This design comes from an exercise in tuning for small area and a short achievable clock period on the open sky130 flow, not from production work.
The RTL was checked by simulation tests, not by an equivalence proof against the original design.
No activity file was given, so power comes from the tool's default toggle rates.

[config.mk]
export PLATFORM = sky130hd
export DESIGN_NAME = synth
export DESIGN_NICKNAME = synth
export VERILOG_FILES = /design/flow/design.v
export SDC_FILE = /design/flow/constraint.sdc
export NUM_CORES = 4
export LEC_CHECK = 0
export CAP_MARGIN = 20
export CORE_MARGIN = 2
export CORE_UTILIZATION = 40
export SLEW_MARGIN = 20
[constraint.sdc]
create_clock -name core_clock -period 9.5 [get_ports {i_Clock}]
set_input_delay 1.9000 -clock core_clock [delete_from_list [all_inputs] [get_ports {i_Clock}]]
set_output_delay 1.9000 -clock core_clock [all_outputs]
set_load 0.01 [all_outputs]
[design.v]
package synthRegPkg;
    typedef struct packed {
        logic [1:0] prefix;
        logic [5:0] paramCode;
        logic [4:0] voice;
        logic [2:0] opIndex;
    } voiceOpReg_t;
    typedef struct packed {
        logic [1:0]  prefix;
        logic [13:0] tableAddr;
    } tableReg_t;
    typedef union packed {
        voiceOpReg_t voiceOp;
        tableReg_t   tableEntry;
    } regNumber_u;
    localparam logic [1:0] PREFIX_VOICE_OP = 2'b11;
    localparam logic [1:0] PREFIX_TABLE    = 2'b10;
    localparam logic [5:0] PARAM_PHASE_STEP = 6'h00;
    localparam logic [5:0] PARAM_CARRIER    = 6'h01;
    localparam logic [5:0] PARAM_LEVEL      = 6'h02;
    localparam logic [5:0] PARAM_NOTE_ON    = 6'h10;
    localparam logic [5:0] PARAM_LED        = 6'h12;
endpackage
package synthVoicePkg;
    typedef logic [3-1:0] slot_t;
    typedef logic [15:0] phase_t;
    typedef logic signed [15:0] sample_t;
endpackage
`timescale 1ns/1ns
module spiSlave (
    input  logic                       i_Clock,
    input  logic                       i_rst,
    input  logic                       i_SpiNss,
    input  logic                       i_SpiSck,
    input  logic                       i_SpiMosi,
    input  logic                       i_SampleReady,
    input  synthVoicePkg::sample_t     i_Sample,
    output logic                       o_SpiMiso,
    output logic                       o_WriteValid,
    output synthRegPkg::regNumber_u    o_RegNumber,
    output logic [15:0]                o_RegValue
);
    localparam int COUNT_BITS = $clog2(32) + 1;
    logic [2:0] r_NssSync;
    logic [2:0] r_SckSync;
    logic [1:0] r_MosiSync;
    logic [32-1:0] r_RxShift;
    logic [COUNT_BITS-1:0]      r_BitCount;
    logic [15:0]                r_TxShift;
    synthVoicePkg::sample_t     r_LatestSample;
    logic w_NssFall;
    logic w_NssRise;
    logic w_SckRise;
    logic w_SckFall;
    logic w_Active;
    assign w_NssFall = r_NssSync[2] & ~r_NssSync[1];
    assign w_NssRise = ~r_NssSync[2] & r_NssSync[1];
    assign w_SckRise = ~r_SckSync[2] & r_SckSync[1];
    assign w_SckFall = r_SckSync[2] & ~r_SckSync[1];
    assign w_Active  = ~r_NssSync[1];
    assign o_SpiMiso = r_TxShift[15];
    always_ff @(posedge i_Clock) begin
        if (i_rst) begin
            r_NssSync      <= '1;
            r_SckSync      <= '0;
            r_BitCount     <= '0;
            r_TxShift      <= '0;
            r_LatestSample <= '0;
            o_WriteValid   <= 1'b0;
        end else begin
            r_NssSync <= {r_NssSync[1:0], i_SpiNss};
            r_SckSync <= {r_SckSync[1:0], i_SpiSck};
            if (i_SampleReady) begin
                r_LatestSample <= i_Sample;
            end
            if (w_NssFall) begin
                r_BitCount   <= '0;
                r_TxShift    <= r_LatestSample;
                o_WriteValid <= 1'b0;
            end else if (w_NssRise) begin
                o_WriteValid <= (r_BitCount == COUNT_BITS'(32));
            end else if (w_Active) begin
                if (w_SckRise && r_BitCount != '1) begin
                    r_BitCount <= r_BitCount + 1'b1;
                end
                if (w_SckFall) begin
                    r_TxShift <= {r_TxShift[14:0], 1'b0};
                end
            end
        end
    end
    always_ff @(posedge i_Clock) begin
        r_MosiSync <= {r_MosiSync[0], i_SpiMosi};
        if (w_Active && w_SckRise) begin
            r_RxShift <= {r_RxShift[32-2:0], r_MosiSync[1]};
        end
        if (w_NssRise) begin
            o_RegNumber <= r_RxShift[32-1 -: 16];
            o_RegValue  <= r_RxShift[15:0];
        end
    end
endmodule
`timescale 1ns/1ns
module synth (
    input  logic i_Clock,
    input  logic i_rst,
    input  logic i_SpiNss,
    input  logic i_SpiSck,
    input  logic i_SpiMosi,
    output logic o_SpiMiso,
    output logic o_Led
);
    logic                    w_WriteValid;
    synthRegPkg::regNumber_u w_RegNumber;
    logic [15:0]             w_RegValue;
    logic                    r_SampleReady;
    logic signed [15:0]      w_Sample;
    spiSlave spi0 (
        .i_Clock       (i_Clock),
        .i_rst         (i_rst),
        .i_SpiNss      (i_SpiNss),
        .i_SpiSck      (i_SpiSck),
        .i_SpiMosi     (i_SpiMosi),
        .i_SampleReady (r_SampleReady),
        .i_Sample      (w_Sample),
        .o_SpiMiso     (o_SpiMiso),
        .o_WriteValid  (w_WriteValid),
        .o_RegNumber   (w_RegNumber),
        .o_RegValue    (w_RegValue)
    );
    logic       r_WriteValidLast;
    logic       w_Strobe;
    logic       w_IsVoice;
    logic       w_IsTable;
    logic [5:0] w_Param;
    logic [2:0] w_WSlot;
    logic       w_WeStep;
    logic       w_WeNote;
    logic       w_WeCarrier;
    logic       w_WeLevel;
    logic       w_WeTable;
    assign w_Strobe    = w_WriteValid & ~r_WriteValidLast;
    assign w_IsVoice   = w_RegNumber[15:14] == 2'b11;
    assign w_IsTable   = w_RegNumber[15:14] == 2'b10;
    assign w_Param     = w_RegNumber[13:8];
    assign w_WSlot     = {w_RegNumber[0] ^ w_RegNumber[5], w_RegNumber[4:3]};
    assign w_WeStep    = w_Strobe & w_IsVoice & (w_Param == 6'h00) & ~i_rst;
    assign w_WeCarrier = w_Strobe & w_IsVoice & (w_Param == 6'h01);
    assign w_WeLevel   = w_Strobe & w_IsVoice & (w_Param == 6'h02);
    assign w_WeNote    = w_Strobe & w_IsVoice & (w_Param == 6'h10);
    assign w_WeTable   = w_Strobe & w_IsTable & ~i_rst;
    always_ff @(posedge i_Clock) begin
        if (i_rst) begin
            r_WriteValidLast <= 1'b0;
            o_Led            <= 1'b0;
        end else begin
            r_WriteValidLast <= w_WriteValid;
            if (w_Strobe && w_IsVoice && w_Param == 6'h12) begin
                o_Led <= |w_RegValue[7:4];
            end
        end
    end
    logic [2:0] r_Head;
    always_ff @(posedge i_Clock) begin
        if (i_rst) r_Head <= '0;
        else       r_Head <= r_Head + 3'd1;
    end
    logic [7:0] r_Rot;
    always_ff @(posedge i_Clock) begin
        r_Rot <= r_Rot + 8'd1;
    end
    logic [15:0] r_Step [8];
    logic [15:0] r_Q    [8];
    logic        r_Note [8];
    logic [2:0]  w_PSlot;
    logic [15:0] w_QNew;
    logic [2:0]  w_NoteK;
    assign w_PSlot = r_Head + 3'd1;
    assign w_QNew  = r_Note[0] ? r_Q[0] + r_Step[w_PSlot] : {r_Rot + 8'd1, 8'h00};
    assign w_NoteK = w_WSlot - r_Head - 3'd2;
    always_ff @(posedge i_Clock) begin
        if (w_WeStep) begin
            r_Step[w_WSlot] <= w_RegValue + 16'h0800;
        end
    end
    always_ff @(posedge i_Clock) begin
        for (int k = 0; k < 7; k++) begin
            r_Q[k] <= r_Q[k+1];
        end
        r_Q[7] <= w_QNew;
    end
    always_ff @(posedge i_Clock) begin
        for (int k = 0; k < 8; k++) begin
            if (i_rst) begin
                r_Note[k] <= 1'b0;
            end else if (w_WeNote && w_NoteK == 3'(k)) begin
                r_Note[k] <= w_RegValue[0];
            end else begin
                r_Note[k] <= r_Note[(k + 1) % 8];
            end
        end
    end
    logic [7:0] r_Place;
    logic       r_NoteOn;
    always_ff @(posedge i_Clock) begin
        if (i_rst) begin
            r_Place  <= '0;
            r_NoteOn <= 1'b0;
        end else begin
            r_Place  <= w_QNew[15:8];
            r_NoteOn <= r_Note[0];
        end
    end
    logic [255:0][15:0] r_Table;
    logic               r_Pend;
    logic [7:0]         r_PendPlace;
    logic [15:0]        r_PendData;
    always_ff @(posedge i_Clock) begin
        for (int i = 0; i < 256; i++) begin
            if (i % 64 == 0 && r_Pend && r_PendPlace == 8'((i + 255) % 256)) begin
                r_Table[i] <= r_PendData;
            end else begin
                r_Table[i] <= r_Table[(i + 255) % 256];
            end
        end
    end
    always_ff @(posedge i_Clock) begin
        if (w_WeTable) begin
            r_Pend      <= 1'b1;
            r_PendPlace <= w_RegNumber[7:0] + r_Rot + 8'd1;
            r_PendData  <= w_RegValue;
        end else begin
            if (r_PendPlace[5:0] == 6'h3f) begin
                r_Pend <= 1'b0;
            end
            r_PendPlace <= r_PendPlace + 8'd1;
        end
    end
    logic signed [15:0] r_Wave;
    always_ff @(posedge i_Clock) begin
        if (i_rst) begin
            r_Wave <= '0;
        end else if (!r_NoteOn) begin
            r_Wave <= '0;
        end else if (r_Pend && r_PendPlace == r_Place) begin
            r_Wave <= r_PendData;
        end else begin
            r_Wave <= r_Table[r_Place];
        end
    end
    logic [7:0] r_Level   [8];
    logic       r_Carrier [8];
    logic [2:0] w_MixK;
    assign w_MixK = w_WSlot - r_Head;
    always_ff @(posedge i_Clock) begin
        for (int k = 0; k < 8; k++) begin
            if (i_rst) begin
                r_Level[k]   <= '0;
                r_Carrier[k] <= 1'b0;
            end else begin
                if (w_WeLevel && w_MixK == 3'(k)) begin
                    r_Level[k] <= w_RegValue[7:0];
                end else begin
                    r_Level[k] <= r_Level[(k + 1) % 8];
                end
                if (w_WeCarrier && w_MixK == 3'(k)) begin
                    r_Carrier[k] <= w_RegValue[0];
                end else begin
                    r_Carrier[k] <= r_Carrier[(k + 1) % 8];
                end
            end
        end
    end
    logic signed [23:0] r_Prod;
    always_ff @(posedge i_Clock) begin
        if (i_rst) begin
            r_Prod <= '0;
        end else begin
            r_Prod <= r_Wave * $signed({1'b0, r_Carrier[0] ? r_Level[0] : 8'h00});
        end
    end
    logic signed [19:0] r_Acc;
    logic signed [19:0] r_Final;
    logic signed [19:0] w_Sum;
    logic               w_Last;
    assign w_Sum  = r_Acc + 20'($signed(r_Prod[23:8]));
    assign w_Last = r_Head == 3'd1;
    always_ff @(posedge i_Clock) begin
        if (i_rst) begin
            r_Acc         <= '0;
            r_Final       <= '0;
            r_SampleReady <= 1'b0;
        end else begin
            r_SampleReady <= w_Last;
            if (w_Last) begin
                r_Acc   <= '0;
                r_Final <= w_Sum;
            end else begin
                r_Acc   <= w_Sum;
            end
        end
    end
    assign w_Sample = (r_Final > 20'sd32767)  ? 16'sh7FFF :
                      (r_Final < -20'sd32768) ? 16'sh8000 : r_Final[15:0];
endmodule
[run.sh]
#!/bin/bash
# synth_recipe.tcl (not shown) runs the flow's synth.tcl, then flattens the netlist and writes it again
# the make line also repeats each setting of config.mk as NAME=value (left out here)
make -C /OpenROAD-flow-scripts/flow DESIGN_CONFIG=/design/flow/config.mk WORK_HOME=/design/flow/orfs CLKGATE_MAP_FILE= SYNTH_SCRIPT=/design/flow/synth_recipe.tcl finish
==> impl_metrics.xml <==
<?xml version="1.0" encoding="UTF-8"?>
<metrics>
  <group name="worst_setup_path">
    <metric name="critPathRequiredTime" unit="ns">10.27</metric>
    <metric name="crit_chain" unit="">buf_4, and2_0, nand2_1, fa_1, inv_1, fa_1, fa_1, inv_1, fa_1, inv_1, ha_1, a21oi_1, o21ai_0, a41o_1, a21oi_1, o211ai_1, a21oi_1, xor2_1, nor2_1</metric>
    <metric name="timing_worst_setup_path_type" unit="">register to register</metric>
    <metric name="startpoint_type" unit="">register</metric>
    <metric name="critical_path.max_fanout" unit="">73</metric>
    <metric name="cpMaxStageDelayCell" unit="">sky130_fd_sc_hd__and2_0</metric>
    <metric name="cp.arrival" unit="ns">6.73</metric>
    <metric name="cp_capture_type" unit="">register</metric>
    <metric name="crit_path_frequent_cell" unit="">sky130_fd_sc_hd__fa_1</metric>
    <metric name="timing.critical_path.slowest_cell_delay" unit="ns">0.73</metric>
    <metric name="worstRegToRegCells" unit="">19</metric>
  </group>
  <group name="routing">
    <metric name="detailroute.via_count" unit="">65001</metric>
    <metric name="first_pass_iters" unit="">5</metric>
    <metric name="mean_routed_wirelength_per_cell" unit="um">20.5</metric>
    <metric name="drt_drc" unit="">0</metric>
    <metric name="detail-route-antenna-nets" unit="">0</metric>
    <metric name="via_per_inst" unit="">4.97</metric>
    <metric name="wirelength" unit="um">268000</metric>
    <metric name="detail_route.iter0.violations" unit="">3751</metric>
  </group>
  <group name="timing">
    <metric name="worst_slew_margin_rel" unit="">0.297</metric>
    <metric name="final-hold-violation-count" unit="">0</metric>
    <metric name="fin_worst_skew" unit="ns">0.0681</metric>
    <metric name="setup_tns" unit="ns">0</metric>
    <metric name="final.min_clock_period" unit="ns">5.96</metric>
    <metric name="setup_repair_after_global_routing_missed_its_margin" unit="">false</metric>
    <metric name="final_min_period_over_clock_period" unit="">0.628</metric>
    <metric name="timing_worst_slew_pin_value" unit="ns">1.05</metric>
    <metric name="setup_viol" unit="">0</metric>
    <metric name="maxSlewViolCount" unit="">0</metric>
    <metric name="clock.fmax" unit="MHz">168</metric>
  </group>
  <group name="yosys">
    <metric name="synth.net_count" unit="">8210</metric>
    <metric name="async_flop_share" unit="">0</metric>
    <metric name="synth_edf_count" unit="">208</metric>
    <metric name="synth_largest_type_area_fraction" unit="">0.640</metric>
    <metric name="synth_cell_type_count" unit="">63</metric>
    <metric name="syn-cell-area" unit="um2">139000</metric>
    <metric name="synth_top_cell_by_area" unit="">sky130_fd_sc_hd__dfxtp_1</metric>
    <metric name="synth_seq_cells" unit="">4663</metric>
    <metric name="avgSynthCellArea" unit="um2">17.4</metric>
    <metric name="netlist_top_cells_area" unit="">sky130_fd_sc_hd__dfxtp_1 64%, sky130_fd_sc_hd__mux4_2 22%, sky130_fd_sc_hd__edfxtp_1 4.5%</metric>
    <metric name="synth_cells" unit="">8010</metric>
    <metric name="synthesis.yosys.warnings" unit="">6</metric>
    <metric name="sequential_to_total_area_share_from_yosys_stat" unit="">0.685</metric>
    <metric name="synth_common_cells" unit="">4,455 x sky130_fd_sc_hd__dfxtp_1, 1,344 x sky130_fd_sc_hd__mux4_2, 228 x sky130_fd_sc_hd__clkbuf_1, 208 x sky130_fd_sc_hd__edfxtp_1, 175 x sky130_fd_sc_hd__nor2_1</metric>
    <metric name="ys_dominant_reg_cell" unit="">sky130_fd_sc_hd__dfxtp_1</metric>
    <metric name="count_leader_synth" unit="">sky130_fd_sc_hd__dfxtp_1</metric>
  </group>
  <group name="global_routing">
    <metric name="globalRouteOverflowTotal" unit="">0</metric>
    <metric name="grt_start_max_net_pins" unit="">122</metric>
    <metric name="groute.usage.overall" unit="">0.152</metric>
    <metric name="grt_pass1_wl" unit="um">426000</metric>
    <metric name="grt_pass1_vias" unit="">71187</metric>
    <metric name="initial_antenna_violation_count" unit="">7</metric>
  </group>
  <group name="pwr">
    <metric name="intPower" unit="uW">30100</metric>
    <metric name="share_seq_of_total_power" unit="">0.525</metric>
    <metric name="p_sw_frac" unit="">0.198</metric>
    <metric name="power" unit="uW">37500</metric>
    <metric name="total_leakage_power" unit="uW">0.0584</metric>
    <metric name="power_frac_comb" unit="">0.004</metric>
    <metric name="power.net_switching" unit="uW">7420</metric>
    <metric name="power.density" unit="nW/um2">235</metric>
    <metric name="clkPwrFrac" unit="">0.470</metric>
    <metric name="max-vdd-ir-drop" unit="mV">0.175</metric>
  </group>
  <group name="clocking">
    <metric name="post_cts_resize_count" unit="">0</metric>
    <metric name="clk_pin_slew_worst_paths" unit="ns">0.06</metric>
    <metric name="cts_buffers" unit="">433</metric>
    <metric name="clock_path_buffers" unit="">4</metric>
    <metric name="postCtsSetupBuffers" unit="">0</metric>
    <metric name="tritoncts" unit="">built</metric>
    <metric name="clk_latency" unit="ns">0.96</metric>
    <metric name="cts-htree-levels" unit="">5</metric>
    <metric name="ctsRootBufferMaster" unit="">sky130_fd_sc_hd__clkbuf_16</metric>
    <metric name="clkSinkCount" unit="">4663</metric>
    <metric name="cts_hold_buffers" unit="">0</metric>
  </group>
  <group name="die">
    <metric name="effective_utilization_at_floorplan" unit="">0.402</metric>
    <metric name="ios" unit="">7</metric>
    <metric name="rows" unit="">216</metric>
    <metric name="core" unit="um2">346000</metric>
    <metric name="chipWidth" unit="um">594</metric>
    <metric name="fp.dieArea" unit="um2">353000</metric>
    <metric name="chipHeight" unit="um">594</metric>
  </group>
  <group name="finish">
    <metric name="drive_gt1_frac" unit="">0.265</metric>
    <metric name="utilization" unit="">0.459</metric>
    <metric name="nNetsFinal" unit="">8322</metric>
    <metric name="synthToLayoutAreaGrowth" unit="%">14.3</metric>
  </group>
  <group name="worst_hold_path">
    <metric name="hold_path_depth" unit="">0</metric>
    <metric name="holdCritPathClass" unit="">register to register</metric>
  </group>
  <group name="run_status">
    <metric name="outcome" unit="">timing/DRC/antenna clean</metric>
  </group>
  <group name="place">
    <metric name="place_hpwl" unit="um">159000</metric>
    <metric name="port_buf_inserts" unit="">6</metric>
    <metric name="place.gp.congestion" unit="">0.775</metric>
  </group>
  <group name="job">
    <metric name="max_cap_viol_count" unit="">0</metric>
  </group>
</metrics>
[area by class of cell]
cell class,count,area [um2]
antenna,6,15.0
timing repair buffer,86,890
multi-input combinational,2771,41600
clock buffer,643,12900
sequential,4663,95500
tap,4578,5730
clock inverter,158,1930
fill,29439,187000
inverter,167,632
[sequential cells by signal (all words and copies together), names as in the netlist, 20 cells and up]
register	count
r_Acc	20
r_Final	20
r_Level	64
r_Q	128
r_Step	128
r_Table	4096
spi0.r_RxShift	32
[layer usage]
layer | wire [um] | global-route usage
met4 | 5520 | 0.0397
met1 | 125000 | 0.212
met2 | 128000 | 0.247
met3 | 10900 | 0.0255
met5 | 0 | 0
[worst max-delay path, delay by kind of cell, from the launching register on]
| family | cells | cell delay, ns |
|---|---|---|
| and+or+nand+nor | 3 | 0.94 |
| AOI/OAI and AO/OA | 6 | 1.41 |
| DFF | 1 | 0.30 |
| adders and majority gates | 5 | 2.34 |
| buffers and inverters | 4 | 0.57 |
| xor gates and xnor gates | 1 | 0.18 |
[cell usage in the layout (no fill, tap or decap), drive strengths merged, types with 6 or more instances in the layout]
master / n
dfxtp: 4455
a22o: 15
nand3: 28
and3: 70
nor4: 10
xnor2: 43
nand4: 55
xor2: 39
nor2b: 24
o21ai: 78
nand2: 142
mux2: 80
mux2i: 106
inv: 180
and2: 61
bufinv: 33
buf: 81
a21oi: 81
nand2b: 23
clkbuf: 643
nor3: 23
nor2: 177
diode: 6
fa: 103
clkinv: 100
mux4: 1344
or2: 7
a211oi: 84
o21a: 6
ha: 92
a21o: 13
nor3b: 9
edfxtp: 208
clkinvlp: 12
[power groups by stage]
stage	combinational, uW	sequential [uW]	clock (uW)
after global routing	185	19700	18800
after floorplan	128	20100	0
after CTS	170	19700	18000
after global placement	167	20100	0
after detailed placement	170	20100	0
final	168	19700	17600
[logic make-up (layout without fill, tap and decap cells)]
kind of cell / count (synthesis) / count (layout) / synth area share
DFF: 4663 / 4663 / 0.685
and+or+nand+nor: 652 / 652 / 0.0238
adders and majority gates: 195 / 195 / 0.0231
buffers and inverters: 576 / 1054 / 0.0170
AOI/OAI and AO/OA: 312 / 312 / 0.0142
muxes: 1530 / 1530 / 0.231
other: 0 / 6 / 0
xor gates and xnor gates: 82 / 82 / 0.00516
[path summary, 6_finish.rpt]
path / start / end / slack, ns
max: r_Carrier[0] / r_Prod[21] / 3.54
min: r_Table[3387] / r_Table[3403] / 0.30
max reg2reg: r_Carrier[0] / r_Prod[21] / 3.54
min reg2reg: r_Table[3387] / r_Table[3403] / 0.30
[metrics by stage]
| step | setup WS [ns] | instance area, um2 | hold WS [ns] | std cells |
|---|---|---|---|---|
| after CTS | 3.50 | 159000 | 0.287 | 13066 |
| after global routing | 3.03 | 159000 | 0.291 | 13068 |
| after global placement | 3.53 | 144000 | 0.310 | 12263 |
| after floorplan | 4.59 | 139000 | 0.310 | 8010 |
| after detailed placement | 3.56 | 144000 | 0.312 | 12265 |
| final | 3.54 | 159000 | 0.296 | 13072 |

what the ideal ports hide:
The flow's constraints put no driver on any port. The routed layout listed below was extracted and timed again, unchanged, in two steps.
Step 1 (the two cells are an assumption about what drives the block):
set clk [get_ports {i_Clock}]
set_driving_cell -lib_cell sky130_fd_sc_hd__clkbuf_16 $clk
set_driving_cell -lib_cell sky130_fd_sc_hd__buf_2 [delete_from_list [all_inputs] $clk]
Step 2 times the ports against the registers' clock, not the clock port: input delays grow and output delays shrink by t, the midpoint of the rising clock arrivals with the driver on.
Three values: ideal, step 1, step 2; two values: the first two.
t (ns): 1.022
setup slack, ns: 3.537 / 3.537 / 3.537
worst register clock-pin slew, ns: 0.07 / 0.07
After both steps setup and hold are still met in this run. The setup slack of this run moves by 0.000 ns with the drivers and by 0.000 ns with both steps.
